Source: an optimization exercise on an open RTL-to-GDS flow (aim: small area and few clock cycles per item). Production flows keep margins and buffers that such runs may drop. In this exercise RTL edits were held to simulation tests only and were not proved equivalent to the original. Power is estimated from default activity; no workload was simulated.

==> design.v <==
package ex_pkg;
    localparam int DATA_W  = 32;
    localparam int IMM_W   = 12;
    localparam int SHAMT_W = 5;   
    localparam logic [5:0] OPC_MOVU  = 6'h00;
    localparam logic [5:0] OPC_ADDU  = 6'h01;
    localparam logic [5:0] OPC_SUBU  = 6'h02;
    localparam logic [5:0] OPC_ANDU  = 6'h03;
    localparam logic [5:0] OPC_ORU   = 6'h04;
    localparam logic [5:0] OPC_XORU  = 6'h05;
    localparam logic [5:0] OPC_SHLU  = 6'h06;
    localparam logic [5:0] OPC_SHRU  = 6'h07;
    localparam logic [5:0] OPC_CMPU  = 6'h09;
    localparam logic [5:0] OPC_ADDS  = 6'h0A;
    localparam logic [5:0] OPC_SUBS  = 6'h0B;
    localparam logic [5:0] OPC_SHRS  = 6'h0C;
    localparam logic [5:0] OPC_CMPS  = 6'h0D;
    localparam logic [5:0] OPC_JCCU  = 6'h0E;
    localparam logic [5:0] OPC_MOVIU = 6'h10;
    localparam logic [5:0] OPC_ADDIU = 6'h11;
    localparam logic [5:0] OPC_ADDIS = 6'h12;
    localparam logic [5:0] OPC_BCCIS = 6'h13;
    localparam logic [3:0] CC_RA = 4'h0;
    localparam logic [3:0] CC_EQ = 4'h1;
    localparam logic [3:0] CC_NE = 4'h2;
    localparam logic [3:0] CC_LT = 4'h3;
    localparam logic [3:0] CC_GT = 4'h4;
    localparam logic [3:0] CC_GE = 4'h5;
    localparam logic [3:0] CC_LE = 4'h6;
    localparam logic [3:0] CC_BT = 4'h7;
    localparam logic [3:0] CC_AT = 4'h8;
    localparam logic [3:0] CC_BE = 4'h9;
    localparam logic [3:0] CC_AE = 4'hA;
    localparam int FL_Z = 3;
    localparam int FL_N = 2;
    localparam int FL_C = 1;
    localparam int FL_V = 0;
    localparam int RES_W = 1 + 4 + DATA_W;
    localparam int CAPACITY = 5;
endpackage
import ex_pkg::*;
module ex_issue (
    input  logic              iw_clk,
    input  logic              iw_rst,
    input  logic              in_req,
    output logic              in_ack,
    input  logic [5:0]        in_opc,
    input  logic [3:0]        in_cc,
    input  logic [31:0]       in_pc,
    input  logic [31:0]       in_src,
    input  logic [31:0]       in_tgt,
    input  logic [11:0]       in_imm,
    input  logic              q_ok,      
    output logic              q_wr,
    output logic [RES_W-1:0]  q_data
);
    logic [3:0] flags;
    logic [3:0] flags_nxt;
    ex_alu u_alu (
        .in_opc    (in_opc),
        .in_cc     (in_cc),
        .in_pc     (in_pc),
        .in_src    (in_src),
        .in_tgt    (in_tgt),
        .in_imm    (in_imm),
        .flags     (flags),
        .res_out   (q_data),
        .flags_nxt (flags_nxt)
    );
    assign q_wr = in_req && !in_ack && q_ok;
    always_ff @(posedge iw_clk or posedge iw_rst) begin
        if (iw_rst) begin
            in_ack <= 1'b0;
            flags  <= '0;
        end else if (q_wr) begin
            in_ack <= 1'b1;
            flags  <= flags_nxt;
        end else if (in_ack && !in_req) begin
            in_ack <= 1'b0;
        end
    end
endmodule
import ex_pkg::*;
module ex_op_queue (
    input  logic              iw_clk,
    input  logic              iw_rst,
    input  logic [RES_W-1:0]  wr_data,
    input  logic              wr_en,     
    output logic              wr_ok,     
    input  logic              rd_en,     
    output logic [RES_W-1:0]  rd_data,   
    output logic              empty
);
    logic [RES_W-1:0]    ring [CAPACITY];
    logic [CAPACITY-1:0] rd_pos;   
    logic [CAPACITY-1:0] wr_pos;   
    logic [2:0]          count;
    logic                none_left;
    assign empty = (count == 3'd0);
    assign none_left = empty || ((count == 3'd1) && rd_en);
    assign wr_ok     = none_left || ((count != 3'(CAPACITY)) && wr_pos[1]);
    always_ff @(posedge iw_clk or posedge iw_rst) begin
        if (iw_rst) begin
            rd_pos <= CAPACITY'(1);
            wr_pos <= CAPACITY'(1);
            count  <= '0;
        end else begin
            if (wr_en) begin
                wr_pos <= CAPACITY'(1);
            end else begin
                wr_pos <= {wr_pos[CAPACITY-2:0], wr_pos[CAPACITY-1]};
            end
            if (wr_en && none_left) begin
                rd_pos <= CAPACITY'(1);
            end else if (rd_en) begin
                rd_pos <= {rd_pos[0], rd_pos[CAPACITY-1:1]};
            end else begin
                rd_pos <= {rd_pos[CAPACITY-2:0], rd_pos[CAPACITY-1]};
            end
            case ({wr_en, rd_en})
                2'b10:   count <= count + 1'b1;
                2'b01:   count <= count - 1'b1;
                default: count <= count;
            endcase
        end
    end
    always_ff @(posedge iw_clk) begin
        ring[0] <= wr_en ? wr_data : ring[CAPACITY-1];
        for (int i = 1; i < CAPACITY; i++) begin
            ring[i] <= ring[i-1];
        end
    end
    always_comb begin
        rd_data = '0;
        for (int i = 0; i < CAPACITY; i++) begin
            rd_data = rd_data | ({RES_W{rd_pos[i]}} & ring[i]);
        end
    end
endmodule
import ex_pkg::*;
module ex_alu (
    input  logic [5:0]        in_opc,
    input  logic [3:0]        in_cc,
    input  logic [31:0]       in_pc,
    input  logic [31:0]       in_src,
    input  logic [31:0]       in_tgt,
    input  logic [11:0]       in_imm,
    input  logic [3:0]        flags,
    output logic [RES_W-1:0]  res_out,
    output logic [3:0]        flags_nxt
);
    logic op_mov, op_addu, op_adds, op_subu, op_subs, op_cmpu, op_cmps;
    logic op_and, op_or, op_xor, op_shl, op_shr, op_sar, op_br, legal;
    logic is_add, is_sub, is_cmp, is_shift, is_signed, is_unsigned;
    always_comb begin
        op_mov  = (in_opc == OPC_MOVU) || (in_opc == OPC_MOVIU);
        op_addu = (in_opc == OPC_ADDU) || (in_opc == OPC_ADDIU);
        op_adds = (in_opc == OPC_ADDS) || (in_opc == OPC_ADDIS);
        op_subu = (in_opc == OPC_SUBU);
        op_subs = (in_opc == OPC_SUBS);
        op_cmpu = (in_opc == OPC_CMPU);
        op_cmps = (in_opc == OPC_CMPS);
        op_and  = (in_opc == OPC_ANDU);
        op_or   = (in_opc == OPC_ORU);
        op_xor  = (in_opc == OPC_XORU);
        op_shl  = (in_opc == OPC_SHLU);
        op_shr  = (in_opc == OPC_SHRU);
        op_sar  = (in_opc == OPC_SHRS);
        op_br   = (in_opc == OPC_JCCU) || (in_opc == OPC_BCCIS);
    end
    assign is_add      = op_addu || op_adds;
    assign is_sub      = op_subu || op_subs || op_cmpu || op_cmps;   
    assign is_cmp      = op_cmpu || op_cmps;
    assign is_shift    = op_shl || op_shr || op_sar;
    assign is_signed   = op_adds || op_subs || op_cmps;
    assign is_unsigned = op_addu || op_subu || op_cmpu;
    assign legal       = op_mov || is_add || is_sub || op_and || op_or || op_xor || is_shift || op_br;
    logic [DATA_W-1:0] a;
    logic [DATA_W-1:0] b;
    assign a = in_opc[4] ? {{(DATA_W-IMM_W){in_opc[1] & in_imm[IMM_W-1]}}, in_imm} : in_src;
    assign b = in_tgt;
    logic [DATA_W-1:0] add_x;
    logic [DATA_W-1:0] add_y;
    logic [DATA_W-1:0] gen;
    logic [DATA_W-1:0] prop;
    logic [DATA_W:0]   pg [0:6];
    logic [DATA_W:0]   pp [0:6];
    logic [DATA_W-1:0] sum;
    logic              cout;
    logic              ovf;
    assign add_x = op_br ? in_pc : (op_mov ? '0 : b);
    assign add_y = a ^ {DATA_W{is_sub}};
    assign gen   = add_x & add_y;
    assign prop  = add_x ^ add_y;
    always_comb begin
        pg[0] = {gen, is_sub};
        pp[0] = {prop, 1'b0};
        for (int l = 0; l < 5; l++) begin
            pg[l+1] = pg[l];
            pp[l+1] = pp[l];
            for (int i = 0; i <= DATA_W; i++) begin
                if (((i + 1) % (1 << (l + 1))) == 0) begin
                    pg[l+1][i] = pg[l][i] | (pp[l][i] & pg[l][i - (1 << l)]);
                    pp[l+1][i] = pp[l][i] & pp[l][i - (1 << l)];
                end
            end
        end
        pg[6] = pg[5];
        pp[6] = pp[5];
        for (int l = 4; l >= 0; l--) begin
            for (int i = 0; i <= DATA_W; i++) begin
                if ((((i + 1) % (1 << (l + 1))) == (1 << l)) && (i >= (1 << (l + 1)))) begin
                    pg[6][i] = pg[6][i] | (pp[6][i] & pg[6][i - (1 << l)]);
                    pp[6][i] = pp[6][i] & pp[6][i - (1 << l)];
                end
            end
        end
    end
    assign sum  = prop ^ pg[6][DATA_W-1:0];   
    assign cout = pg[6][DATA_W];
    assign ovf  = (add_x[DATA_W-1] == add_y[DATA_W-1]) && (sum[DATA_W-1] != add_x[DATA_W-1]);
    logic [DATA_W-1:0] sh_in;
    logic [DATA_W-1:0] sh_out;
    logic [DATA_W-1:0] sh_rev;
    logic              sh_fill;
    logic              sh_big;
    always_comb begin
        for (int i = 0; i < DATA_W; i++) begin
            sh_in[i] = op_shl ? b[DATA_W-1-i] : b[i];
        end
    end
    assign sh_fill = op_sar && b[DATA_W-1];
    assign sh_out  = DATA_W'($signed({sh_fill, sh_in}) >>> a[SHAMT_W-1:0]);
    assign sh_big  = |a[DATA_W-1:SHAMT_W];
    always_comb begin
        for (int i = 0; i < DATA_W; i++) begin
            sh_rev[i] = sh_out[DATA_W-1-i];
        end
    end
    logic [DATA_W-1:0] res_oth;   
    logic [DATA_W-1:0] val;
    logic              z_sum;
    logic              z_oth;
    logic              cc_true;
    logic              taken;
    assign res_oth = ({DATA_W{op_and || op_or}}  & gen) |
                     ({DATA_W{op_xor || op_or}}  & prop) |
                     ({DATA_W{(op_shr || op_sar) && !sh_big}} & sh_out) |
                     ({DATA_W{op_shl && !sh_big}} & sh_rev);
    assign z_sum = (sum == '0);       
    assign z_oth = (res_oth == '0);
    always_comb begin
        case (in_cc)
            CC_RA:   cc_true = 1'b1;
            CC_EQ:   cc_true = flags[FL_Z];
            CC_NE:   cc_true = !flags[FL_Z];
            CC_LT:   cc_true = flags[FL_N] ^ flags[FL_V];
            CC_GT:   cc_true = !flags[FL_Z] && !(flags[FL_N] ^ flags[FL_V]);
            CC_GE:   cc_true = !(flags[FL_N] ^ flags[FL_V]);
            CC_LE:   cc_true = flags[FL_Z] || (flags[FL_N] ^ flags[FL_V]);
            CC_BT:   cc_true = flags[FL_C];
            CC_AT:   cc_true = !flags[FL_C] && !flags[FL_Z];
            CC_BE:   cc_true = flags[FL_C] || flags[FL_Z];
            CC_AE:   cc_true = !flags[FL_C];
            default: cc_true = 1'b0;
        endcase
    end
    assign taken = op_br && cc_true;
    assign val   = res_oth | ({DATA_W{op_mov || is_add || op_subu || op_subs || taken}} & sum);
    always_comb begin
        flags_nxt = flags;   
        if (!op_br) begin
            flags_nxt[FL_Z] = (op_mov || is_add || is_sub) ? z_sum : z_oth;
        end
        if (is_unsigned) begin
            flags_nxt[FL_C] = cout ^ is_sub;   
        end
        if (is_signed) begin
            flags_nxt[FL_N] = sum[DATA_W-1];
            flags_nxt[FL_V] = ovf;
        end
        if (is_shift) begin
            flags_nxt[FL_V] = sh_big;
        end
        if (op_sar) begin
            flags_nxt[FL_N] = !sh_big && b[DATA_W-1];
        end
        if (!legal) begin
            flags_nxt = '0;   
        end
    end
    assign res_out = {taken, flags_nxt, val};
endmodule
import ex_pkg::*;
module ex_stage (
    input  logic        iw_clk,
    input  logic        iw_rst,
    input  logic        in_req,
    output logic        in_ack,
    input  logic [5:0]  in_opc,
    input  logic [3:0]  in_cc,
    input  logic [31:0] in_pc,
    input  logic [31:0] in_src,
    input  logic [31:0] in_tgt,
    input  logic [11:0] in_imm,
    output logic        out_req,
    input  logic        out_ack,
    output logic [31:0] out_result,
    output logic [3:0]  out_flags,
    output logic        out_branch_taken,
    output logic [31:0] out_branch_pc
);
    logic [RES_W-1:0] wr_data;
    logic [RES_W-1:0] rd_data;
    logic             wr_en;
    logic             rd_en;
    logic             q_empty;
    logic             q_ok;
    ex_issue u_issue (
        .iw_clk  (iw_clk),
        .iw_rst  (iw_rst),
        .in_req  (in_req),
        .in_ack  (in_ack),
        .in_opc  (in_opc),
        .in_cc   (in_cc),
        .in_pc   (in_pc),
        .in_src  (in_src),
        .in_tgt  (in_tgt),
        .in_imm  (in_imm),
        .q_ok    (q_ok),
        .q_wr    (wr_en),
        .q_data  (wr_data)
    );
    ex_op_queue u_queue (
        .iw_clk  (iw_clk),
        .iw_rst  (iw_rst),
        .wr_data (wr_data),
        .wr_en   (wr_en),
        .wr_ok   (q_ok),
        .rd_en   (rd_en),
        .rd_data (rd_data),
        .empty   (q_empty)
    );
    assign rd_en = out_req && out_ack;
    always_ff @(posedge iw_clk or posedge iw_rst) begin
        if (iw_rst) begin
            out_req <= 1'b0;
        end else if (rd_en) begin
            out_req <= 1'b0;
        end else if (!out_req && !out_ack && (!q_empty || wr_en)) begin
            out_req <= 1'b1;   
        end
    end
    assign out_branch_taken = rd_data[RES_W-1];
    assign out_flags        = rd_data[DATA_W+3:DATA_W];
    assign out_result       = out_branch_taken ? '0 : rd_data[DATA_W-1:0];
    assign out_branch_pc    = out_branch_taken ? rd_data[DATA_W-1:0] : '0;
endmodule
==> flow/run.sh <==
#!/bin/bash
# The standard layout (standard.sh), with two changes:
#  - port buffers use the smallest buffer cell, sky130_fd_sc_hd__buf_1;
#  - clock tree: clkbuf_8/clkbuf_16 buffers, sink clusters of up to 20, no dummy loads;
# The tools' output goes to standard.log in this folder.
export BUFFER_PORTS_ARGS="-buffer_cell sky130_fd_sc_hd__buf_1"
export CTS_ARGS="-sink_clustering_enable -repair_clock_nets -dont_use_dummy_load -buf_list {sky130_fd_sc_hd__clkbuf_8 sky130_fd_sc_hd__clkbuf_16} -sink_clustering_size 20 -sink_clustering_max_diameter 60"
bash standard.sh > standard.log 2>&1
==> standard.sh <==
#!/bin/bash
# synth_recipe.tcl (not shown) runs the flow's synth.tcl, then flattens the netlist and writes it again
# the make line also repeats each setting of config.mk as NAME=value (left out here)
make -C /OpenROAD-flow-scripts/flow DESIGN_CONFIG=/design/flow/config.mk WORK_HOME=/design/flow/orfs CLKGATE_MAP_FILE= SYNTH_SCRIPT=/design/flow/synth_recipe.tcl "${@:-finish}"
==> config.mk <==
export PLATFORM = sky130hd
export DESIGN_NAME = ex_stage
export DESIGN_NICKNAME = ex_stage
export VERILOG_FILES = /design/flow/design.v
export SDC_FILE = /design/flow/constraint.sdc
export NUM_CORES = 4
export LEC_CHECK = 0
export ABC_AREA = 1
export CAP_MARGIN = 20
export CORE_MARGIN = 2
export CORE_UTILIZATION = 40
export SLEW_MARGIN = 20
==> constraint.sdc <==
create_clock -name core_clock -period 7.5 [get_ports {iw_clk}]
set_input_delay 1.5000 -clock core_clock [delete_from_list [all_inputs] [get_ports {iw_clk}]]
set_output_delay 1.5000 -clock core_clock [all_outputs]
set_load 0.01 [all_outputs]
==> flow_summary_export.csv, run 1 <==
group,metric,value,unit
placement,io_buffers,192,
detailed_routing,wl_per_cell,20.2,um
cells_and_area,fin_cells,2404,
cells_and_area,area_delta_synth_final,9.49,%
grt,grt_pass1_wl,74.0,mm
cts,cts.hold.buffers_added,0,
floorplan,io_pins,193,
cells_and_area,fin_nets,2179,
logic_synthesis,yosysWarnings,7,
worst_setup_path,endpoint_kind,"flop",
logic_synthesis,synth.distinct_cells,53,
floorplan,coreArea,31600,um^2
timing,worst_pin_slew,1020,ps
cells_and_area,drive_gt1_share,3.50,%
logic_synthesis,avgSynthCellArea,6.81,um^2
cells_and_area,layout_common_cells,"nand2_1 (441), nand3_1 (429), buf_1 (192), dfxtp_1 (185), inv_1 (160)",
floorplan,die_h,183,um
cells_and_area,nFillCells,3364,
worst_setup_path,critPathRequiredTime,7900,ps
worst_setup_path,setup.worst_path.class,"in2reg",
power_and_ir_drop,p_comb_share,38.0,%
logic_synthesis,synth_cells,1892,
timing,slew_viol_final,0,
grt,grt_max_degree,59,
cells_and_area,antenna_cells,0,
status,status,"no timing/DRC/antenna violations",
detailed_routing,via_count,13700,
detailed_routing,finalWirelength,48.7,mm
worst_setup_path,start_kind,"input pin",
cts,cts-root-buf,"clkbuf_16",
worst_setup_path,reg2reg_from,"out_req",
power_and_ir_drop,vdd_drop_max,0.169,mV
cts,clockBufferDepth,3,
cells_and_area,final_common_cell,"nand2_1",
worst_setup_path,crit_path_start,"in_opc[1]",
cts,cts_resized,0,
timing,slew_headroom,32.2,%
logic_synthesis,synthesis.area,12900,um^2
timing,hold_viol_final,0,
power_and_ir_drop,p_clk_share,16.2,%
worst_setup_path,worst_path_most_repeated_cell,"nand2_1",
floorplan,fp.dieW,183,um
timing,skew,45.1,ps
power_and_ir_drop,cell_internal_pwr,2.54,mW
placement,post-place-cells,2389,
power_and_ir_drop,netSwitchingPower,1.74,mW
timing,setup_viol,0,
worst_setup_path,critPathArrivalTime,6670,ps
power_and_ir_drop,p_leak,6.43,nW
placement,place_area,13700,um^2
logic_synthesis,synth-seq-cells,204,
detailed_routing,drt-initial-drc-count,1439,
cts,clkTransAtPathRegs,80,ps
grt,overflow,0,
logic_synthesis,synth_fp_nets,2067,
grt,antenna_found_initial,0,
detailed_routing,drc,0,
cts,cts_setup_buffers,0,
grt,grt_usage,28.6,%
timing,fin_crit_sh,83.6,%
detailed_routing,ant_nets,0,
cts,cts_tree,"done",
cts,clock-sinks,204,
power_and_ir_drop,switching_share,40.7,%
power_and_ir_drop,power_frac_seq,45.8,%
grt,grt_pass1_vias,12500,
placement,place_congestion,0.998,
worst_setup_path,cpMaxStageDelayCell,"fa_1",
cts,clk_latency,460,ps
timing,rsz0062_at_grt,"false",
floorplan,start_util,40.7,%
timing,tns,0,ps
timing,fmax,159,MHz
floorplan,die-area,33600,um^2
hold_path,min_from,"u_queue.ring[0][33]",
logic_synthesis,yosysSeqAreaShare,32.5,%
cts,numCtsBuffers,15,
flow_run,cap_violations,0,
cts,htreeDepth,1,
power_and_ir_drop,p_per_area,303,nW/um^2
timing,layout_min_cycle_time,6270,ps
hold_path,holdCritPathClass,"reg2reg",
placement,detailed_place_hpwl,38.4,mm
worst_setup_path,max_stage_delay,560,ps
detailed_routing,routed_via_density,5.72,
cells_and_area,final_cell_area,14100,um^2
detailed_routing,drt_pass1_iterations,8,
worst_setup_path,cp_max_fo,35,
floorplan,core.rowCount,65,
[registers in the layout, summed over array words and instances (netlist names)]
name and count:
out_req 1, u_queue.count 3, u_queue.rd_pos 5, u_issue.flags 4
u_queue.ring 185, u_queue.wr_pos 5, u_issue.in_ack 1
[logic make-up after synthesis]
| family | Yosys count | synth area share (%) |
|---|---|---|
| muxes | 1 | 0.107 |
| AOI/OAI and AO/OA | 256 | 13.1 |
| buffers and inverters | 281 | 8.90 |
| adders and majority gates | 53 | 6.08 |
| and+or+nand+nor | 1043 | 35.7 |
| xor gates and xnor gates | 54 | 3.67 |
| DFF | 204 | 32.5 |
[power by group through the flow]
stage,Clock [mW],Combinational [mW],Sequential (mW)
global route,0.749,1.83,2.02
floorplan,0,1.18,1.80
global placement,0,1.60,1.96
CTS,0.707,1.62,1.96
finish,0.694,1.62,1.96
detailed placement,0,1.61,1.98
[routing by layer]
metal	routed length [um]	part of all wire (%)	GRT usage [%]
met2	22000	45	46.6
met3	3100	6.4	1.78
met1	21300	44	39.1
met5	0	0	0
met4	2320	4.8	12.7
[worst paths after layout]
| kind | cells past startpoint | slack [ps] | to |
|---|---|---|---|
| max in group asynchronous | 2 | 5810 | u_queue.rd_pos[2] |
| min | 0 | 330 | u_queue.ring[1][33] |
| min in group asynchronous | 2 | 1140 | u_queue.wr_pos[2] |
| max | 25 | 1230 | u_issue.flags[3] |
| min reg2reg | 0 | 330 | u_queue.ring[1][33] |
| max reg2reg | 12 | 4150 | u_queue.count[2] |
[Yosys cell counts (all sizes together)]
master / number / area share, %
nand3: 430 / 17
a31oi: 4 / 0.19
a22o: 1 / 0.068
nand3b: 2 / 0.12
clkbuf: 58 / 1.7
o21bai: 3 / 0.17
o311ai: 1 / 0.068
a21o: 6 / 0.35
o21ai: 84 / 3.4
nor2: 136 / 4.3
buf: 55 / 2.3
a2111o: 1 / 0.087
dfrtp: 17 / 3.3
a211oi: 1 / 0.058
o211ai: 7 / 0.41
inv: 168 / 4.9
nand2: 445 / 13
a221oi: 40 / 2.7
xor2: 31 / 2.1
dfstp: 2 / 0.41
xnor2: 23 / 1.6
fa: 16 / 2.5
o22ai: 19 / 0.92
dfxtp: 185 / 29
nor4: 7 / 0.39
ha: 37 / 3.6
o31ai: 26 / 1.6
a21boi: 1 / 0.058
nor3: 12 / 0.47
nor4b: 1 / 0.068
a21oi: 42 / 1.7
a32oi: 15 / 1.0
o22a: 5 / 0.34
or2: 5 / 0.24
mux2i: 1 / 0.11
nand4: 4 / 0.24
and3: 1 / 0.049
[area by class of cell]
class                      count  area, um^2  share of cell area [%]
multi-input combinational   1407        7570                    53.7
sequential                   204        4180                    29.7
timing repair buffer         208         841                    5.96
inverter                     168         631                    4.47
tap                          402         503                    3.57
clock buffer                  15         375                    2.66
[per-stage QoR]
step                setup WS, ps  util [%]  total power [mW]  hold WS [ps]
floorplan                   1850         -              2.98           331
global placement             973      43.4              3.56           332
finish                      1230      44.6              4.28           331
global route                 824      44.6              4.60           327
detailed placement           846      43.4              3.59           336
CTS                         1330      44.6              4.28           330
[worst max-delay path, delay by kind of cell]
| family | cells | cell delay [ps] |
|---|---|---|
| compound gates | 3 | 550 |
| simple gates | 13 | 2020 |
| buf+inv | 6 | 1300 |
| xor+xnor | 1 | 400 |
| fa+ha+maj | 2 | 880 |
Testbench counts, summed over its fixed seeds: cycles 5,568, items 2,400.
==> inputs of run 2 (changes only) <==
--- a/design.v
+++ b/design.v
@@ -95,26 +95,21 @@
     logic [CAPACITY-1:0] rd_pos;   
-    logic [CAPACITY-1:0] wr_pos;   
     logic [2:0]          count;
     logic                none_left;
+    logic                in_step;   
     assign empty = (count == 3'd0);
     assign none_left = empty || ((count == 3'd1) && rd_en);
-    assign wr_ok     = none_left || ((count != 3'(CAPACITY)) && wr_pos[1]);
+    always_comb begin
+        case (count)
+            3'd1:    in_step = rd_pos[1];
+            3'd2:    in_step = rd_pos[3];
+            3'd3:    in_step = rd_pos[0];
+            3'd4:    in_step = rd_pos[2];
+            default: in_step = 1'b0;
+        endcase
+    end
+    assign wr_ok     = none_left || in_step;
     always_ff @(posedge iw_clk or posedge iw_rst) begin
         if (iw_rst) begin
-            rd_pos <= CAPACITY'(1);
-            wr_pos <= CAPACITY'(1);
             count  <= '0;
         end else begin
-            if (wr_en) begin
-                wr_pos <= CAPACITY'(1);
-            end else begin
-                wr_pos <= {wr_pos[CAPACITY-2:0], wr_pos[CAPACITY-1]};
-            end
-            if (wr_en && none_left) begin
-                rd_pos <= CAPACITY'(1);
-            end else if (rd_en) begin
-                rd_pos <= {rd_pos[0], rd_pos[CAPACITY-1:1]};
-            end else begin
-                rd_pos <= {rd_pos[CAPACITY-2:0], rd_pos[CAPACITY-1]};
-            end
             case ({wr_en, rd_en})
@@ -127,2 +122,11 @@
     always_ff @(posedge iw_clk) begin
+        if (wr_en && none_left) begin
+            rd_pos <= CAPACITY'(1);
+        end else if (rd_en) begin
+            rd_pos <= {rd_pos[0], rd_pos[CAPACITY-1:1]};
+        end else begin
+            rd_pos <= {rd_pos[CAPACITY-2:0], rd_pos[CAPACITY-1]};
+        end
+    end
+    always_ff @(posedge iw_clk) begin
         ring[0] <= wr_en ? wr_data : ring[CAPACITY-1];
@@ -232,4 +236,4 @@
     assign sh_fill = op_sar && b[DATA_W-1];
-    assign sh_out  = DATA_W'($signed({sh_fill, sh_in}) >>> a[SHAMT_W-1:0]);
-    assign sh_big  = |a[DATA_W-1:SHAMT_W];
+    assign sh_out  = DATA_W'($signed({sh_fill, sh_in}) >>> in_src[SHAMT_W-1:0]);
+    assign sh_big  = |in_src[DATA_W-1:SHAMT_W];
     always_comb begin
==> flow/run.sh (replaced) <==
#!/bin/bash
# The standard layout (standard.sh), with three changes:
#  - synthesis maps the logic with an area-oriented ABC script (flow/abc_area.script,
#    through flow/synth_abc.tcl); the rest of synthesis is the standard flow's own;
#  - port buffers use the smallest buffer cell, sky130_fd_sc_hd__buf_1;
#  - clock tree: clkbuf_8 buffers, sink clusters of up to 16 within 50 um, no dummy loads.
# The tools' output goes to standard.log in this folder.
export FLOW_ABC_SCRIPT="$PWD/flow/abc_area.script"
export FLOW_STD_SYNTH="$PWD/synth_recipe.tcl"
export BUFFER_PORTS_ARGS="-buffer_cell sky130_fd_sc_hd__buf_1"
export CTS_ARGS="-sink_clustering_enable -repair_clock_nets -dont_use_dummy_load -buf_list {sky130_fd_sc_hd__clkbuf_8} -sink_clustering_size 16 -sink_clustering_max_diameter 50"
bash standard.sh SYNTH_SCRIPT="$PWD/flow/synth_abc.tcl" finish > standard.log 2>&1
==> flow/abc_area.script (new file) <==
strash
&get -n
&st
&synch2
&dch -f
&nf -R 1000
&put
topo
stime -c
buffer -c
upsize -c
dnsize -c
==> flow/synth_abc.tcl (new file) <==
# The standard synthesis (synth_recipe.tcl in the work folder), with one change:
# Yosys's abc call maps the logic with the script in $FLOW_ABC_SCRIPT instead of
# ORFS's abc_speed/abc_area scripts. Registers are untouched (abc runs without -dff).
proc abc {args} {
  set i [lsearch -exact $args -script]
  lset args [expr {$i + 1}] $::env(FLOW_ABC_SCRIPT)
  yosys abc {*}$args
}
source $::env(FLOW_STD_SYNTH)
--- a/config.mk
+++ b/config.mk
@@ -7,3 +7,2 @@
 export LEC_CHECK = 0
-export ABC_AREA = 1
 export CAP_MARGIN = 20
==> flow_summary_export.csv, run 2 <==
group,metric,value,unit
cts,numCtsBuffers,17,
placement,place_congestion,1.02,
detailed_routing,ant_nets,0,
timing,setup_viol,0,
logic_synthesis,synth.distinct_cells,72,
worst_setup_path,cp_top_family,"compound AO/OA/AOI/OAI gates",
cells_and_area,area_delta_synth_final,12.1,%
worst_setup_path,endpoint_kind,"flop",
cts,cts-root-buf,"clkbuf_8",
logic_synthesis,avgSynthCellArea,8.16,um^2
cts,cts_setup_buffers,0,
cells_and_area,fin_nets,1749,
cts,clkTransAtPathRegs,110,ps
placement,place_area,12700,um^2
cts,cts.hold.buffers_added,0,
logic_synthesis,synth_cells,1419,
worst_setup_path,critPathRequiredTime,7880,ps
cells_and_area,final_cell_area,13000,um^2
floorplan,die_h,174,um
timing,fin_crit_sh,91.7,%
cts,clk_latency,460,ps
detailed_routing,via_count,11500,
floorplan,core.rowCount,62,
hold_path,min_from,"u_queue.ring[0][28]",
worst_setup_path,worst_path_most_repeated_cell,"nand2_1",
worst_setup_path,reg2reg_from,"u_queue.count[0]",
timing,final.setup.worst_slack,623,ps
detailed_routing,finalWirelength,40.8,mm
floorplan,coreArea,28600,um^2
detailed_routing,routed_via_density,5.88,
floorplan,io_pins,193,
timing,rsz0062_at_grt,"false",
logic_synthesis,synth_fp_nets,1596,
timing,slew_viol_final,0,
power_and_ir_drop,p_per_area,321,nW/um^2
logic_synthesis,async_reset_ff_share,4.52,%
worst_setup_path,r2r_cells,14,
status,status,"no timing/DRC/antenna violations",
hold_path,min_delay_path_depth,0,
logic_synthesis,yosysSeqAreaShare,34.8,%
cells_and_area,reg.largest.list,"u_queue.ring: 185 flops, u_queue.rd_pos: 5 flops, u_issue.flags: 4 flops",
worst_setup_path,crit_cells,28,
cells_and_area,final_common_cell,"nand2_1",
cts,clockBufferDepth,2,
logic_synthesis,yosysTopAreaCell,"dfxtp_1",
detailed_routing,drt_pass1_iterations,8,
logic_synthesis,synth-seq-cells,199,
logic_synthesis,synth_edf_count,0,
floorplan,start_util,40.4,%
logic_synthesis,yosys_most_used_dff,"dfxtp_1",
logic_synthesis,yosysWarnings,7,
placement,io_buffers,192,
cts,cts_tree,"done",
worst_setup_path,start_kind,"input pin",
cts,htreeDepth,4,
timing,worst_pin_slew,826,ps
cells_and_area,nFillCells,2902,
cells_and_area,antenna_cells,0,
logic_synthesis,synth.area.top_cells,"dfxtp_1 (33%), nand2_1 (7.5%), a222oi_1 (5.5%)",
cells_and_area,drive_gt1_share,6.18,%
timing,layout_min_cycle_time,6880,ps
grt,grt_pass1_vias,10700,
logic_synthesis,netlist_top_cells_count,"nand2_1 (232), dfxtp_1 (190), nor2_1 (160)",
cts,cts_resized,0,
cells_and_area,largest_register_ffs,185,
timing,fmax,145,MHz
grt,grt_usage,26.4,%
worst_setup_path,cp_num_buf_inv,4,
timing,slew_headroom,44.4,%
detailed_routing,wl_per_cell,20.9,um
detailed_routing,drt-initial-drc-count,1177,
hold_path,holdCritPathClass,"reg2reg",
cts,clock-sinks,199,
grt,grt_max_degree,50,
cells_and_area,layout_common_cells,"nand2_1 (232), buf_1 (190), dfxtp_1 (190), nor2_1 (160), o21ai_0 (108)",
hold_path,holdPathEnd,"u_queue.ring[1][28]",
timing,hold_viol_final,0,
timing,tns,0,ps
grt,grt_pass1_wl,62.6,mm
floorplan,die-area,30300,um^2
worst_setup_path,r2r_end,"u_queue.count[2]",
flow_run,cap_violations,0,
worst_setup_path,r2r_setup_slack,4480,ps
detailed_routing,drc,0,
power_and_ir_drop,p_leak,5.10,nW
worst_setup_path,cp_max_fo,29,
worst_setup_path,setup.worst_path.class,"in2reg",
placement,post-place-ws,277,ps
worst_setup_path,max_stage_delay,450,ps
logic_synthesis,yosysMostFrequentCell,"nand2_1",
worst_setup_path,cpMaxStageDelayCell,"fa_1",
floorplan,fp.dieW,174,um
logic_synthesis,netlist.area_leader.share,32.9,%
placement,detailed_place_hpwl,32.2,mm
timing,skew,45.1,ps
logic_synthesis,synthesis.area,11600,um^2
grt,overflow,0,
worst_setup_path,critPathArrivalTime,7260,ps
power_and_ir_drop,vdd_drop_max,0.137,mV
cells_and_area,largest_register,"u_queue.ring",
grt,antenna_found_initial,0,
==> run 2: layout make-up <==
| type | count | area, um^2 | share of cell area [%] |
|---|---|---|---|
| flip-flops and latches | 199 | 4030 | 31.0 |
| inverters | 39 | 146 | 1.13 |
| multi-input cells | 1083 | 7030 | 54.2 |
| clock buffers | 17 | 234 | 1.80 |
| repair buffers | 232 | 1060 | 8.14 |
| well taps | 384 | 480 | 3.70 |
==> run 2: metal layers <==
layer	GRT usage [%]	vias up	wire, um
met5	0	-	0
met3	4.18	53	3070
met1	37.7	5389	18800
met4	7.81	0	1020
met2	41.0	611	17900
li1	-	5443	-
==> run 2: how the worst max path moves through the flow <==
stage	slack, ps	to	start
final	620	u_queue.ring[0][35]	in_opc[1]
after global routing	220	u_issue.flags[3]	in_opc[2]
after CTS	740	u_queue.ring[0][35]	in_opc[1]
after detailed placement	280	u_issue.flags[0]	in_opc[1]
after global placement	420	u_issue.flags[3]	in_opc[1]
after floorplan	760	u_issue.flags[0]	in_opc[5]
==> run 2: logic make-up after synthesis <==
| group | synth area share (%) |
|---|---|
| buffers and inverters | 4.59 |
| xor gates and xnor gates | 4.09 |
| AOI/OAI and AO/OA | 24.2 |
| muxes | 5.94 |
| DFF | 34.8 |
| and+or+nand+nor | 19.4 |
| adders and majority gates | 6.98 |
==> run 2: report_power, final <==
part	total, mW	internal [mW]	switching [mW]	leakage, nW
sequential	1.74	1.52	0.225	1.69
clock	0.503	0.201	0.302	0.122
combinational	1.92	0.675	1.25	3.29
==> run 2: metrics by stage <==
stage | power (mW) | std cells | hold WS, ps | util [%]
after global placement | 3.63 | 1936 | 331 | 44.5
after detailed placement | 3.67 | 1936 | 335 | 44.5
after global routing | 4.48 | 1954 | 328 | 45.3
final | 4.17 | 1954 | 327 | 45.3
after floorplan | 2.97 | 1419 | 330 | -
after CTS | 4.18 | 1953 | 326 | 45.3
Testbench counts of run 2, summed over its fixed seeds: cycles 5,568, items 2,400.
==> inputs of run 3 (changes only) <==
==> flow/abc_area.script (replaced) <==
strash
&get -n
&st
&synch2
&dch -f
&nf -R 1000
&put
==> flow_summary_export.csv, run 3 <==
group,metric,value,unit
timing,fin_hold_ws,323,ps
logic_synthesis,yosys_most_used_dff,"dfxtp_1",
logic_synthesis,synth.area.top_cells,"dfxtp_1 (34%), nand2_1 (7.9%), a222oi_1 (5.8%)",
floorplan,start_util,40.3,%
floorplan,coreArea,27600,um^2
floorplan,core.rowCount,61,
cts,htreeDepth,4,
floorplan,die-area,29100,um^2
detailed_routing,via_count,11300,
placement,io_buffers,192,
cts,cts-root-buf,"clkbuf_8",
grt,grt_pass1_vias,10300,
logic_synthesis,synth-seq-cells,199,
worst_setup_path,cp_max_fo,41,
logic_synthesis,yosysWarnings,7,
power_and_ir_drop,netSwitchingPower,1.75,mW
logic_synthesis,synth_edf_count,0,
timing,rsz0062_at_grt,"false",
detailed_routing,finalWirelength,39.3,mm
power_and_ir_drop,switching_share,42.5,%
timing,skew,41.9,ps
grt,grt_usage,26.9,%
status,status,"no timing/DRC/antenna violations",
grt,grt_pass1_wl,60.2,mm
logic_synthesis,yosysSeqAreaShare,36.3,%
timing,slew_viol_final,0,
logic_synthesis,netlist_top_cells_count,"nand2_1 (234), dfxtp_1 (190), nor2_1 (162)",
floorplan,fp.dieW,171,um
detailed_routing,drc,0,
cts,cts_resized,0,
cells_and_area,drive_gt1_share,4.73,%
worst_setup_path,critPathRequiredTime,7820,ps
logic_synthesis,netlist.area_leader.share,34.2,%
logic_synthesis,synth.distinct_cells,53,
detailed_routing,drt-initial-drc-count,1437,
detailed_routing,routed_via_density,5.84,
timing,fin_crit_sh,90.7,%
grt,grt_max_degree,44,
power_and_ir_drop,p_clk_share,12.2,%
cells_and_area,reg.largest.list,"u_queue.ring: 185 flops, u_queue.rd_pos: 5 flops, u_issue.flags: 4 flops",
floorplan,io_pins,193,
detailed_routing,drt_pass1_iterations,9,
worst_setup_path,endpoint_kind,"flop",
logic_synthesis,async_reset_ff_share,4.52,%
detailed_routing,ant_nets,0,
cells_and_area,fin_nets,1742,
worst_setup_path,start_kind,"input pin",
floorplan,die_h,171,um
logic_synthesis,synthesis.area,11100,um^2
placement,detailed_place_hpwl,30.3,mm
power_and_ir_drop,p_comb_share,44.5,%
cells_and_area,largest_register,"u_queue.ring",
cts,clk_latency,450,ps
timing,layout_min_cycle_time,6810,ps
timing,setup_viol,0,
logic_synthesis,yosysTopAreaCell,"dfxtp_1",
cts,numCtsBuffers,17,
cts,cts_tree,"done",
grt,overflow,0,
timing,worst_pin_slew,1030,ps
power_and_ir_drop,p_leak,4.91,nW
worst_setup_path,setup.worst_path.class,"in2reg",
logic_synthesis,avgSynthCellArea,8.41,um^2
power_and_ir_drop,cell_internal_pwr,2.37,mW
cells_and_area,largest_register_ffs,185,
timing,slew_headroom,30.8,%
timing,hold_viol_final,0,
worst_setup_path,critPathArrivalTime,7130,ps
logic_synthesis,yosysMostFrequentCell,"nand2_1",
cts,clock-sinks,199,
timing,tns,0,ps
power_and_ir_drop,power_frac_seq,43.2,%
hold_path,holdCritPathClass,"reg2reg",
cells_and_area,final_common_cell,"nand2_1",
placement,place_congestion,1.02,
power_and_ir_drop,vdd_drop_max,0.169,mV
cells_and_area,area_delta_synth_final,15.7,%
cells_and_area,nFillCells,2833,
cts,cts_setup_buffers,0,
cells_and_area,layout_common_cells,"nand2_1 (234), buf_1 (190), dfxtp_1 (189), nor2_1 (162), o21ai_0 (111)",
detailed_routing,wl_per_cell,20.2,um
logic_synthesis,synth_cells,1321,
cts,clkTransAtPathRegs,110,ps
power_and_ir_drop,p_per_area,320,nW/um^2
timing,fmax,147,MHz
grt,antenna_found_initial,1,
cts,clockBufferDepth,2,
flow_run,cap_violations,0,
cts,cts.hold.buffers_added,0,
logic_synthesis,synth_fp_nets,1498,
run 3: changes by cell type after synthesis, moves of 4 or more:
cell | previous run | this run
clkbuf_1 | 79 | 0
or2_2 | 4 | 0
clkinv_1 | 1 | 39
buf_1 | 9 | 0
or2_0 | 0 | 5
and2_1 | 9 | 0
and2_0 | 0 | 9
o21ai_0 | 108 | 112
buf_2 | 8 | 0
inv_1 | 37 | 0
run 3: critical path, stage by stage:
cell	delay, ps
buf_1	340
nand2b_1	240
o22ai_1	100
nand3b_1	160
buf_12	250
nand2_1	70
o21ai_0	160
clkinv_1	120
ha_1	320
clkinv_1	60
o21bai_1	60
a21o_1	220
a41o_1	300
a41oi_2	310
o31ai_1	150
and3_1	230
a211o_1	350
and3_1	220
o21ai_1	330
o21ai_0	210
fa_1	660
xnor2_1	140
nor3_1	70
o311ai_0	450
nand2_1	110
run 3: cell families after synthesis:
family                   after synthesis  share of synthesized area [%]
adder cells (fa/ha/maj)               55                           7.28
buffers and inverters                 39                           1.32
AO/OA/AOI/OAI                        412                           25.0
multiplexers                          48                           6.05
XOR/XNOR                              54                           4.26
flip-flops                           199                           36.3
AND/OR/NAND/NOR                      514                           19.9
run 3: final timing paths:
path,slack [ps],start,endpoint,cells past startpoint
setup / recovery,690,in_opc[0],u_issue.flags[0],25
hold / removal,320,u_queue.ring[3][21],u_queue.ring[4][21],0
setup reg to reg,3840,u_queue.rd_pos[3],u_issue.flags[1],11
hold reg to reg,320,u_queue.ring[3][21],u_queue.ring[4][21],0
max in group asynchronous,6300,iw_rst,u_queue.count[1],2
min in group asynchronous,940,iw_rst,u_issue.flags[1],2
run 3: metrics by stage:
step	util [%]	cell area, um^2	cells	power, mW	setup slack [ps]
finish	46.6	12800	1942	4.12	695
global route	46.6	12800	1942	4.45	119
CTS	46.6	12800	1941	4.15	704
detailed placement	45.8	12600	1924	3.64	232
global placement	45.8	12600	1924	3.61	327
floorplan	-	11100	1321	2.89	53.7
run 3: cell type report:
class | count | area [um^2] | area share (%)
tap | 378 | 473 | 3.68
antenna | 1 | 2.50 | 0.0195
multi-input combinational | 1083 | 6970 | 54.2
inverter | 39 | 146 | 1.14
timing repair buffer | 225 | 996 | 7.75
sequential | 199 | 4030 | 31.4
clock buffer | 17 | 234 | 1.82
run 3: metal layers:
metal	GRT usage (%)	wire (um)
met5	0	0
met4	8.96	1290
met3	3.01	2470
met2	43.7	17900
met1	37.1	17600
run 3: power groups by stage:
stage | logic (mW) | clock network, mW | registers (mW)
floorplan | 1.11 | 0 | 1.78
global placement | 1.83 | 0 | 1.78
detailed placement | 1.84 | 0 | 1.80
CTS | 1.85 | 0.524 | 1.78
global route | 2.05 | 0.563 | 1.84
finish | 1.83 | 0.504 | 1.78
==> inputs of run 4 (changes only) <==
--- a/config.mk
+++ b/config.mk
@@ -9,3 +9,4 @@
 export CORE_MARGIN = 2
-export CORE_UTILIZATION = 40
+export CORE_UTILIZATION = 55
+export GPL_TIMING_DRIVEN = 0
 export SLEW_MARGIN = 20
==> flow_summary_export.csv, run 4 <==
group,metric,value,unit
timing,worst_pin_slew,1120,ps
grt,grt_usage,32.7,%
logic_synthesis,synth_edf_count,0,
logic_synthesis,yosysTopAreaCell,"dfxtp_1",
cells_and_area,layout_common_cells,"nand2_1 (234), buf_1 (185), dfxtp_1 (185), nor2_1 (160), o21ai_0 (107)",
logic_synthesis,yosys_most_used_dff,"dfxtp_1",
logic_synthesis,avgSynthCellArea,8.41,um^2
worst_setup_path,critPathRequiredTime,7870,ps
timing,fmax,140,MHz
logic_synthesis,netlist_top_cells_count,"nand2_1 (234), dfxtp_1 (190), nor2_1 (162)",
power_and_ir_drop,p_per_area,322,nW/um^2
worst_setup_path,r2r_setup_slack,3530,ps
hold_path,min_delay_path_depth,0,
floorplan,die-area,21400,um^2
cts,htreeDepth,4,
cells_and_area,area_delta_synth_final,16.1,%
grt,grt-busiest-layer,"met2",
hold_path,holdCritPathClass,"reg2reg",
cts,clkTransAtPathRegs,80,ps
worst_setup_path,reg2reg_from,"u_queue.rd_pos[3]",
detailed_routing,routed_via_density,6.34,
cts,cts-root-buf,"clkbuf_8",
cells_and_area,fin_util,65.6,%
grt,met3_usage,5.84,%
detailed_routing,wl_per_cell,20.2,um
timing,skew,39.7,ps
cts,clock-sinks,199,
power_and_ir_drop,power_frac_seq,43.9,%
placement,detailed_place_hpwl,28.1,mm
power_and_ir_drop,p_leak,4.96,nW
worst_setup_path,cp_max_fo,23,
logic_synthesis,synth-seq-cells,199,
hold_path,min_from,"u_queue.ring[2][1]",
logic_synthesis,async_reset_ff_share,4.52,%
detailed_routing,finalWirelength,36.8,mm
cells_and_area,fin_nets,1736,
detailed_routing,ant_nets,0,
cells_and_area,reg.largest.list,"u_queue.ring: 185 flops, u_queue.rd_pos: 5 flops, u_issue.flags: 4 flops",
floorplan,coreArea,19700,um^2
detailed_routing,drc,0,
timing,fin_crit_sh,95.4,%
cts,cts_tree,"done",
grt,overflow,0,
placement,io_buffers,192,
detailed_routing,drt-initial-drc-count,1278,
worst_setup_path,r2r_cells,10,
grt,antenna_found_initial,0,
power_and_ir_drop,p_comb_share,44.0,%
worst_setup_path,cp_top_family,"compound AO/OA/AOI/OAI gates",
cts,clockBufferDepth,2,
timing,slew_viol_final,0,
logic_synthesis,synth_fp_nets,1498,
worst_setup_path,endpoint_kind,"flop",
floorplan,die_h,146,um
logic_synthesis,synth.area.top_cells,"dfxtp_1 (34%), nand2_1 (7.9%), a222oi_1 (5.8%)",
logic_synthesis,yosysMostFrequentCell,"nand2_1",
worst_setup_path,r2r_end,"u_queue.ring[0][35]",
timing,rsz0062_at_grt,"false",
cts,numCtsBuffers,17,
timing,layout_min_cycle_time,7160,ps
logic_synthesis,yosysWarnings,7,
power_and_ir_drop,netSwitchingPower,1.75,mW
grt,grt_use_met2,51.4,%
timing,hold_viol_final,0,
hold_path,holdPathEnd,"u_queue.ring[3][1]",
cells_and_area,final_common_cell,"nand2_1",
cts,clk_latency,460,ps
floorplan,io_pins,193,
worst_setup_path,cp_num_buf_inv,5,
worst_setup_path,cpMaxStageDelayCell,"fa_1",
cells_and_area,antenna_cells,0,
power_and_ir_drop,p_clk_share,12.0,%
power_and_ir_drop,cell_internal_pwr,2.41,mW
grt,grt_use_met1,45.9,%
logic_synthesis,synth_cells,1321,
grt,grt_pass1_wl,55.7,mm
logic_synthesis,yosysSeqAreaShare,36.3,%
cells_and_area,largest_register_ffs,185,
logic_synthesis,netlist.area_leader.share,34.2,%
timing,setup_viol,0,
cells_and_area,largest_register,"u_queue.ring",
timing,slew_headroom,25.3,%
logic_synthesis,synth.distinct_cells,53,
worst_setup_path,start_kind,"input pin",
power_and_ir_drop,vdd_drop_max,0.199,mV
worst_setup_path,max_stage_delay,450,ps
grt,grt_pass1_vias,10300,
cells_and_area,drive_gt1_share,5.97,%
status,status,"no timing/DRC/antenna violations",
worst_setup_path,critPathArrivalTime,7520,ps
worst_setup_path,setup.worst_path.class,"in2reg",
placement,place_congestion,0.976,
detailed_routing,via_count,11500,
floorplan,core.rowCount,51,
floorplan,fp.dieW,146,um
timing,fin_hold_ws,329,ps
floorplan,start_util,56.5,%
detailed_routing,drt_pass1_iterations,8,
grt,grt_max_degree,51,
flow_run,cap_violations,0,
logic_synthesis,synthesis.area,11100,um^2
power_and_ir_drop,switching_share,42.1,%
run 4: cell count changes in the layout (fill, tap and decap cells not counted), sizes merged:
cell,delta
nand3b,+1
inv,+1
diode,-1
clkbuf,+2
or4b,+1
clkinv,-1
buf,-10
run 4: power groups by stage:
stage / Sequential [mW] / Combinational [mW] / Clock, mW
6_report: 1.83 / 1.83 / 0.501
3_5_place_dp: 1.84 / 1.80 / 0
5_1_grt: 1.88 / 2.01 / 0.549
4_1_cts: 1.82 / 1.81 / 0.509
2_1_floorplan: 1.78 / 1.11 / 0
3_3_place_gp: 1.92 / 1.59 / 0
run 4: worst max path at each step:
| stage | start | to | cells after the start |
|---|---|---|---|
| finish | in_opc[0] | u_queue.ring[0][35] | 28 |
| global route | in_opc[0] | u_queue.ring[0][35] | 29 |
| floorplan | in_opc[4] | u_issue.flags[0] | 22 |
| CTS | in_opc[5] | u_queue.ring[0][35] | 27 |
| detailed placement | in_opc[3] | u_issue.flags[3] | 28 |
| global placement | in_opc[4] | u_issue.flags[3] | 23 |
run 4: cell families after synthesis:
group           after synthesis  synth area share, %
compound gates              412                 25.0
simple gates                514                 19.9
buf+inv                      39                 1.32
xor+xnor                     54                 4.26
fa+ha+maj                    55                 7.28
flops                       199                 36.3
mux                          48                 6.05
run 4: per-stage QoR:
step	worst slack, ps	power, mW	setup TNS, ps	instance area (um^2)	cells
after global routing	30.5	4.44	0	12900	1822
after floorplan	53.7	2.89	0	11100	1321
after global placement	-3160	3.50	-63100	12200	1778
final	345	4.16	0	12900	1822
after detailed placement	-1090	3.64	-6240	12500	1796
after CTS	1.56	4.14	0	12800	1814
run 4: area by class of cell:
type / count / area, um^2
Multi-Input combinational cell: 1085 / 7070
Fill cell: 1745 / 6750
Sequential cell: 199 / 4040
Inverter: 39 / 148
Clock buffer: 17 / 234
Timing Repair Buffer: 217 / 1080
Tap cell: 265 / 332
run 4: metal layers:
metal / routed length (um) / vias to the layer above
met4: 1100 / 0
met5: 0 / -
met3: 3320 / 76
met1: 15800 / 5413
li1: - / 5433
met2: 16600 / 626
run 4: repair_timing:
action                                  CTS  global route
hold buffers                              0             0
resized for setup                         8            17
endpoints found under the setup margin    4             4
endpoints found under the hold margin     0             0
setup buffers                             0             7
pin swaps                                 1             3
gates cloned                              1             1
==> inputs of run 5 (changes only) <==
--- a/config.mk
+++ b/config.mk
@@ -9,4 +9,3 @@
 export CORE_MARGIN = 2
-export CORE_UTILIZATION = 55
-export GPL_TIMING_DRIVEN = 0
+export CORE_UTILIZATION = 60
 export SLEW_MARGIN = 20
==> flow_summary_export.csv, run 5 <==
group,metric,value,unit
status,status,"no timing/DRC/antenna violations",
timing,rsz0062_at_grt,"false",
grt,grt-busiest-layer,"met2",
timing,setup_viol,0,
floorplan,die-area,19600,um^2
logic_synthesis,synth-seq-cells,199,
placement,post-place-ws,111,ps
logic_synthesis,yosysSeqAreaShare,36.3,%
timing,tns,0,ps
worst_setup_path,endpoint_kind,"flop",
timing,fin_crit_sh,95.5,%
cts,cts_resized,0,
detailed_routing,wl_per_cell,21.0,um
logic_synthesis,synth_fp_nets,1498,
logic_synthesis,avgSynthCellArea,8.41,um^2
worst_setup_path,cpMaxStageDelayCell,"or4b_1",
flow_run,cap_violations,0,
logic_synthesis,yosysTopAreaCell,"dfxtp_1",
cells_and_area,antenna_cells,0,
detailed_routing,via_count,11900,
power_and_ir_drop,p_per_area,327,nW/um^2
worst_setup_path,cp_max_fo,9,
cells_and_area,fin_nets,1739,
detailed_routing,drt-initial-drc-count,1689,
timing,skew,37.7,ps
power_and_ir_drop,vdd_drop_max,0.295,mV
cts,clockBufferDepth,2,
grt,grt_max_degree,50,
placement,place_congestion,1.06,
timing,layout_min_cycle_time,7160,ps
power_and_ir_drop,p_leak,4.88,nW
grt,grt_use_met2,59.3,%
timing,slew_viol_final,0,
worst_setup_path,worst_path_most_repeated_cell,"nor2_1",
logic_synthesis,netlist.area_leader.share,34.2,%
cells_and_area,reg.largest.list,"u_queue.ring: 185 flops, u_queue.rd_pos: 5 flops, u_issue.flags: 4 flops",
floorplan,fp.dieW,140,um
cts,clkTransAtPathRegs,100,ps
worst_setup_path,critPathRequiredTime,7890,ps
detailed_routing,drc,0,
grt,grt_pass1_wl,58.4,mm
logic_synthesis,yosysMostFrequentCell,"nand2_1",
cells_and_area,fin_cells,1789,
hold_path,holdCritPathClass,"reg2reg",
worst_setup_path,max_stage_delay,630,ps
logic_synthesis,netlist_top_cells_count,"nand2_1 (234), dfxtp_1 (190), nor2_1 (162)",
cells_and_area,area_delta_synth_final,13.5,%
cts,clock-sinks,199,
cts,htreeDepth,4,
grt,grt_pass1_vias,10800,
logic_synthesis,synth.distinct_cells,53,
detailed_routing,ant_nets,0,
timing,slew_headroom,34.9,%
cts,cts_setup_buffers,0,
placement,io_buffers,192,
logic_synthesis,synthesis.area,11100,um^2
floorplan,core.rowCount,49,
placement,detailed_place_hpwl,28.8,mm
detailed_routing,drt_pass1_iterations,27,
timing,fmax,140,MHz
floorplan,die_h,140,um
floorplan,io_pins,193,
cts,cts-root-buf,"clkbuf_8",
cts,numCtsBuffers,17,
logic_synthesis,yosysWarnings,7,
cells_and_area,largest_register_ffs,185,
grt,grt_usage,37.4,%
worst_setup_path,critPathArrivalTime,7550,ps
logic_synthesis,yosys_most_used_dff,"dfxtp_1",
cts,cts.hold.buffers_added,0,
logic_synthesis,synth_edf_count,0,
floorplan,start_util,61.4,%
grt,antenna_found_initial,0,
grt,met3_usage,6.63,%
cells_and_area,drive_gt1_share,4.42,%
logic_synthesis,synth_cells,1321,
floorplan,coreArea,18100,um^2
worst_setup_path,start_kind,"input pin",
cells_and_area,layout_common_cells,"nand2_1 (234), buf_1 (190), dfxtp_1 (190), nor2_1 (162), o21ai_0 (111)",
cts,cts_tree,"done",
grt,grt_use_met1,51.2,%
logic_synthesis,async_reset_ff_share,4.52,%
cts,clk_latency,450,ps
grt,overflow,0,
worst_setup_path,setup.worst_path.class,"in2reg",
timing,hold_viol_final,0,
cells_and_area,final_common_cell,"nand2_1",
timing,final.setup.worst_slack,335,ps
detailed_routing,routed_via_density,6.65,
detailed_routing,finalWirelength,37.6,mm
cells_and_area,largest_register,"u_queue.ring",
timing,worst_pin_slew,975,ps
placement,post-place-cells,1772,
cells_and_area,fin_util,69.7,%
logic_synthesis,synth.area.top_cells,"dfxtp_1 (34%), nand2_1 (7.9%), a222oi_1 (5.8%)",
==> run 5: changes by cell type in the layout (fill, tap and decap cells not counted), sizes merged <==
cell	before	now
buf	213	220
clkbuf	21	19
clkinv	38	39
inv	1	0
nand3b	3	2
or4b	2	1
==> run 5: layout make-up <==
cell class | instances | area [um^2]
clock buffer | 17 | 234
inverter | 39 | 146
timing repair buffer | 222 | 948
tap | 229 | 287
sequential | 199 | 4030
fill | 1533 | 5480
multi-input combinational | 1083 | 6960
==> run 5: logic make-up (layout without fill, tap and decap cells) <==
family | after synthesis | count (layout) | synth area share, %
and+or+nand+nor | 514 | 514 | 19.9
adders and majority gates | 55 | 55 | 7.28
AOI/OAI and AO/OA | 412 | 412 | 25.0
DFF | 199 | 199 | 36.3
xor gates and xnor gates | 54 | 54 | 4.26
muxes | 48 | 48 | 6.05
buffers and inverters | 39 | 278 | 1.32
==> run 5: metrics by stage <==
stage | total power, mW | hold WS, ps | instance area (um^2)
2_1_floorplan | 2.89 | 330 | 11100
3_3_place_gp | 3.53 | 331 | 12400
3_5_place_dp | 3.60 | 335 | 12400
4_1_cts | 4.11 | 306 | 12600
5_1_grt | 4.40 | 313 | 12600
6_report | 4.13 | 307 | 12600
==> run 5: worst max-delay path: cells and delay by family <==
kind                       cells  cell delay, ps
AOI/OAI and AO/OA              9            1880
xor gates and xnor gates       1             160
buffers and inverters          3             310
adders and majority gates      2             760
and+or+nand+nor               14            2920
==> run 5: final timing paths <==
check | from | to | slack [ps] | cells after the start
max | in_opc[5] | u_issue.flags[3] | 340 | 29
min | u_queue.ring[2][10] | u_queue.ring[3][10] | 310 | 0
max reg2reg | u_queue.count[0] | u_queue.count[2] | 4350 | 14
min reg2reg | u_queue.ring[2][10] | u_queue.ring[3][10] | 310 | 0
max in group asynchronous | iw_rst | u_issue.in_ack | 6290 | 2
min in group asynchronous | iw_rst | u_issue.flags[0] | 950 | 2
==> run 5: per-layer routing <==
layer	up-vias	part of all wire, %
li1	5430	-
met1	5532	42
met2	844	44
met3	98	10
met4	0	3.8
met5	-	0
==> run 5: power breakdown <==
part | switching, mW | internal (mW)
Combinational | 1.22 | 0.650
Sequential | 0.239 | 1.52
Clock | 0.297 | 0.201
==> inputs of run 6 (changes only) <==
--- a/flow/run.sh
+++ b/flow/run.sh
@@ -1,3 +1,3 @@
 #!/bin/bash
-# The standard layout (standard.sh), with three changes:
+# The standard layout (standard.sh), with four changes:
 #  - synthesis maps the logic with an area-oriented ABC script (flow/abc_area.script,
@@ -5,3 +5,5 @@
 #  - port buffers use the smallest buffer cell, sky130_fd_sc_hd__buf_1;
-#  - clock tree: clkbuf_8 buffers, sink clusters of up to 16 within 50 um, no dummy loads.
+#  - clock tree: clkbuf_8 buffers, sink clusters of up to 16 within 50 um, no dummy loads;
+#  - timing-driven global placement keeps none of its trial buffering (GPL_KEEP_OVERFLOW=0);
+#    the later repair steps buffer what still needs it.
 # The tools' output goes to standard.log in this folder.
@@ -10,2 +12,3 @@
 export BUFFER_PORTS_ARGS="-buffer_cell sky130_fd_sc_hd__buf_1"
+export GPL_KEEP_OVERFLOW=0
 export CTS_ARGS="-sink_clustering_enable -repair_clock_nets -dont_use_dummy_load -buf_list {sky130_fd_sc_hd__clkbuf_8} -sink_clustering_size 16 -sink_clustering_max_diameter 50"
--- a/config.mk
+++ b/config.mk
@@ -9,3 +9,3 @@
 export CORE_MARGIN = 2
-export CORE_UTILIZATION = 60
+export CORE_UTILIZATION = 40
 export SLEW_MARGIN = 20
==> flow_summary_export.csv, run 6 <==
group,metric,value,unit
power_and_ir_drop,vdd_drop_max,0.147,mV
power_and_ir_drop,p_per_area,322,nW/um^2
cells_and_area,largest_register,"u_queue.ring",
logic_synthesis,avgSynthCellArea,8.41,um^2
grt,grt_usage,26.9,%
worst_setup_path,worst_path_most_repeated_cell,"clkinv_1",
logic_synthesis,synth.area.top_cells,"dfxtp_1 (34%), nand2_1 (7.9%), a222oi_1 (5.8%)",
hold_path,holdCritPathClass,"reg2reg",
power_and_ir_drop,p_leak,4.91,nW
logic_synthesis,synth-seq-cells,199,
grt,grt_max_degree,51,
detailed_routing,wl_per_cell,20.8,um
cells_and_area,antenna_cells,0,
logic_synthesis,yosysSeqAreaShare,36.3,%
logic_synthesis,synth_fp_nets,1498,
cts,cts_tree,"done",
cells_and_area,drive_gt1_share,5.16,%
worst_setup_path,crit_path_start,"in_opc[1]",
flow_run,cap_violations,0,
logic_synthesis,synthesis.area,11100,um^2
worst_setup_path,critPathArrivalTime,7410,ps
cts,clkTransAtPathRegs,110,ps
floorplan,io_pins,193,
worst_setup_path,cpMaxStageDelayCell,"a311o_2",
timing,skew,35.3,ps
logic_synthesis,netlist.area_leader.share,34.2,%
placement,post-place-ws,-522,ps
timing,fin_crit_sh,93.8,%
cells_and_area,fin_nets,1730,
detailed_routing,finalWirelength,40.2,mm
detailed_routing,ant_nets,0,
placement,place_congestion,0.956,
timing,slew_headroom,24.8,%
detailed_routing,drt_pass1_iterations,10,
worst_setup_path,setup.worst_path.class,"in2reg",
hold_path,holdPathEnd,"u_queue.ring[2][22]",
cells_and_area,final_common_cell,"nand2_1",
worst_setup_path,max_stage_delay,490,ps
worst_setup_path,start_kind,"input pin",
logic_synthesis,yosysWarnings,7,
detailed_routing,drc,0,
cts,cts-root-buf,"clkbuf_8",
logic_synthesis,async_reset_ff_share,4.52,%
cells_and_area,nFillCells,2780,
floorplan,core.rowCount,61,
logic_synthesis,synth_cells,1321,
cells_and_area,layout_common_cells,"nand2_1 (234), buf_1 (187), dfxtp_1 (185), nor2_1 (160), o21ai_0 (111)",
cts,numCtsBuffers,17,
cells_and_area,final_cell_area,13000,um^2
cts,htreeDepth,4,
floorplan,fp.dieW,171,um
placement,io_buffers,192,
timing,slew_viol_final,0,
worst_setup_path,r2r_setup_slack,3360,ps
logic_synthesis,synth.distinct_cells,53,
timing,layout_min_cycle_time,7030,ps
grt,antenna_found_initial,0,
timing,worst_pin_slew,1130,ps
worst_setup_path,r2r_cells,11,
grt,grt_pass1_wl,60.4,mm
floorplan,coreArea,27600,um^2
logic_synthesis,yosysMostFrequentCell,"nand2_1",
worst_setup_path,cp_num_buf_inv,5,
detailed_routing,drt-initial-drc-count,1407,
floorplan,die_h,171,um
logic_synthesis,yosys_most_used_dff,"dfxtp_1",
worst_setup_path,cp_top_family,"compound AO/OA/AOI/OAI gates",
timing,rsz0062_at_grt,"false",
timing,hold_viol_final,0,
worst_setup_path,reg2reg_from,"u_queue.rd_pos[1]",
cells_and_area,reg.largest.list,"u_queue.ring: 185 flops, u_queue.rd_pos: 5 flops, u_issue.flags: 4 flops",
grt,overflow,0,
logic_synthesis,yosysTopAreaCell,"dfxtp_1",
hold_path,min_from,"u_queue.ring[1][22]",
worst_setup_path,endpoint_kind,"flop",
placement,detailed_place_hpwl,31.3,mm
hold_path,min_delay_path_depth,0,
logic_synthesis,synth_edf_count,0,
logic_synthesis,netlist_top_cells_count,"nand2_1 (234), dfxtp_1 (190), nor2_1 (162)",
floorplan,start_util,40.3,%
placement,place_area,12700,um^2
cts,clockBufferDepth,2,
status,status,"no timing/DRC/antenna violations",
worst_setup_path,r2r_end,"u_issue.flags[1]",
detailed_routing,routed_via_density,5.93,
cells_and_area,largest_register_ffs,185,
worst_setup_path,critPathRequiredTime,7880,ps
timing,setup_viol,0,
detailed_routing,via_count,11400,
timing,final.setup.worst_slack,467,ps
cts,clk_latency,440,ps
cells_and_area,area_delta_synth_final,16.7,%
timing,fmax,142,MHz
floorplan,die-area,29100,um^2
worst_setup_path,cp_max_fo,24,
grt,grt_pass1_vias,10500,
cts,clock-sinks,199,
-- run 6: cell types whose count changed in the layout (fill, tap and decap cells not counted), sizes merged --
cell    before  now
or4b         1    2
clkbuf      19   20
buf        220  209
-- run 6: worst max path at each step --
stage | end | slack, ps | cells after the start
finish | u_issue.flags[3] | 470 | 29
global route | u_queue.ring[0][35] | 40 | 29
CTS | u_issue.flags[3] | 0.3 | 29
detailed placement | u_issue.flags[3] | -520 | 29
global placement | u_issue.flags[3] | -2860 | 28
floorplan | u_issue.flags[0] | 50 | 22
-- run 6: stage by stage --
step / hold WS [ps] / util (%) / cells / total power [mW] / setup TNS, ps
after floorplan: 330 / - / 1321 / 2.89 / 0
after global placement: 331 / 44.7 / 1891 / 3.57 / -67060
after detailed placement: 335 / 46.0 / 1910 / 3.68 / -2340
after CTS: 317 / 46.8 / 1927 / 4.19 / 0
after global routing: 327 / 47.0 / 1929 / 4.49 / 0
final: 318 / 47.0 / 1929 / 4.17 / 0
-- run 6: final cells by class --
class                      instances  area, um^2  share of cell area [%]
clock buffer                      17         234                    1.81
inverter                          39         148                    1.14
multi-input combinational       1084        7020                    54.2
sequential                       199        4040                    31.1
tap                              378         473                    3.65
timing repair buffer             212        1050                    8.11
-- run 6: report_power, final --
part,internal [mW],switching [mW]
combinational,0.685,1.17
sequential,1.52,0.294
clock,0.202,0.304
-- run 6: timing repair --
action / 4_1_cts / 5_1_grt
endpoints found under the hold margin: 0 / 0
setup buffers: 0 / 1
gates cloned: 0 / 1
setup endpoints to repair: 3 / 6
pin swaps: 0 / 0
hold buffers: 0 / 0
resized for setup: 1 / 10
-- run 6: worst reg2reg max path: stages (launching register included) --
cell and delay (ps):
dfxtp_2 630, buf_16 230, a221oi_1 100, a21oi_1 140
a21oi_1 50, o21ai_0 70, and2_1 790, clkinv_2 870
nor3_1 700, o21ai_0 160, a21oi_1 250, a21o_1 110
-- run 6: metal layers --
metal  vias to the layer above  global-route usage, %  wire length, um
met2                       524                   45.3            18800
met5                         -                      0                0
met3                        59                   2.96             2570
li1                       5422                      -                -
met4                         0                   8.62             1360
met1                      5433                   36.2            17400
-- run 6: cell families after synthesis --
| family | share of synthesized area (%) |
|---|---|
| adder cells (fa/ha/maj) | 7.28 |
| multiplexers | 6.05 |
| XOR/XNOR | 4.26 |
| buffers and inverters | 1.32 |
| AND/OR/NAND/NOR | 19.9 |
| AO/OA/AOI/OAI | 25.0 |
| flip-flops | 36.3 |

[static timing again, ports no longer ideal]
The results above use ideal ports. As a check the final layouts listed here were re-extracted and re-timed, cells and wires unchanged.
Step 1 (the two cells are an assumption about what drives the block):
set clk [get_ports {iw_clk}]
set_driving_cell -lib_cell sky130_fd_sc_hd__clkbuf_16 $clk
set_driving_cell -lib_cell sky130_fd_sc_hd__buf_2 [delete_from_list [all_inputs] $clk]
Step 2 also shifts input and output timing later by t, the mid clock arrival at the registers, as if the neighbouring blocks saw the same clock.
Three values: ideal ports, drivers, drivers and shift; two values: the first two.
run | shift t [ns] | slack for setup (ns) | clock arrival spread, ns
run 1 | 0.485 | 1.229 / 1.246 / 0.762 | 0.046 / 0.045
run 2 | 0.476 | 0.623 / 0.641 / 0.165 | 0.046 / 0.047
run 3 | 0.465 | 0.695 / 0.708 / 0.243 | 0.042 / 0.042
run 4 | 0.474 | 0.345 / 0.362 / -0.112 | 0.039 / 0.040
run 5 | 0.469 | 0.335 / 0.356 / -0.113 | 0.038 / 0.037
run 6 | 0.461 | 0.467 / 0.481 / 0.021 | 0.039 / 0.039
Met with ideal ports but missed after step 2: setup timing in run 4 and run 5. The setup slack of run 1, which loses most, moves by +0.017 ns with the drivers and by -0.467 ns with both steps.
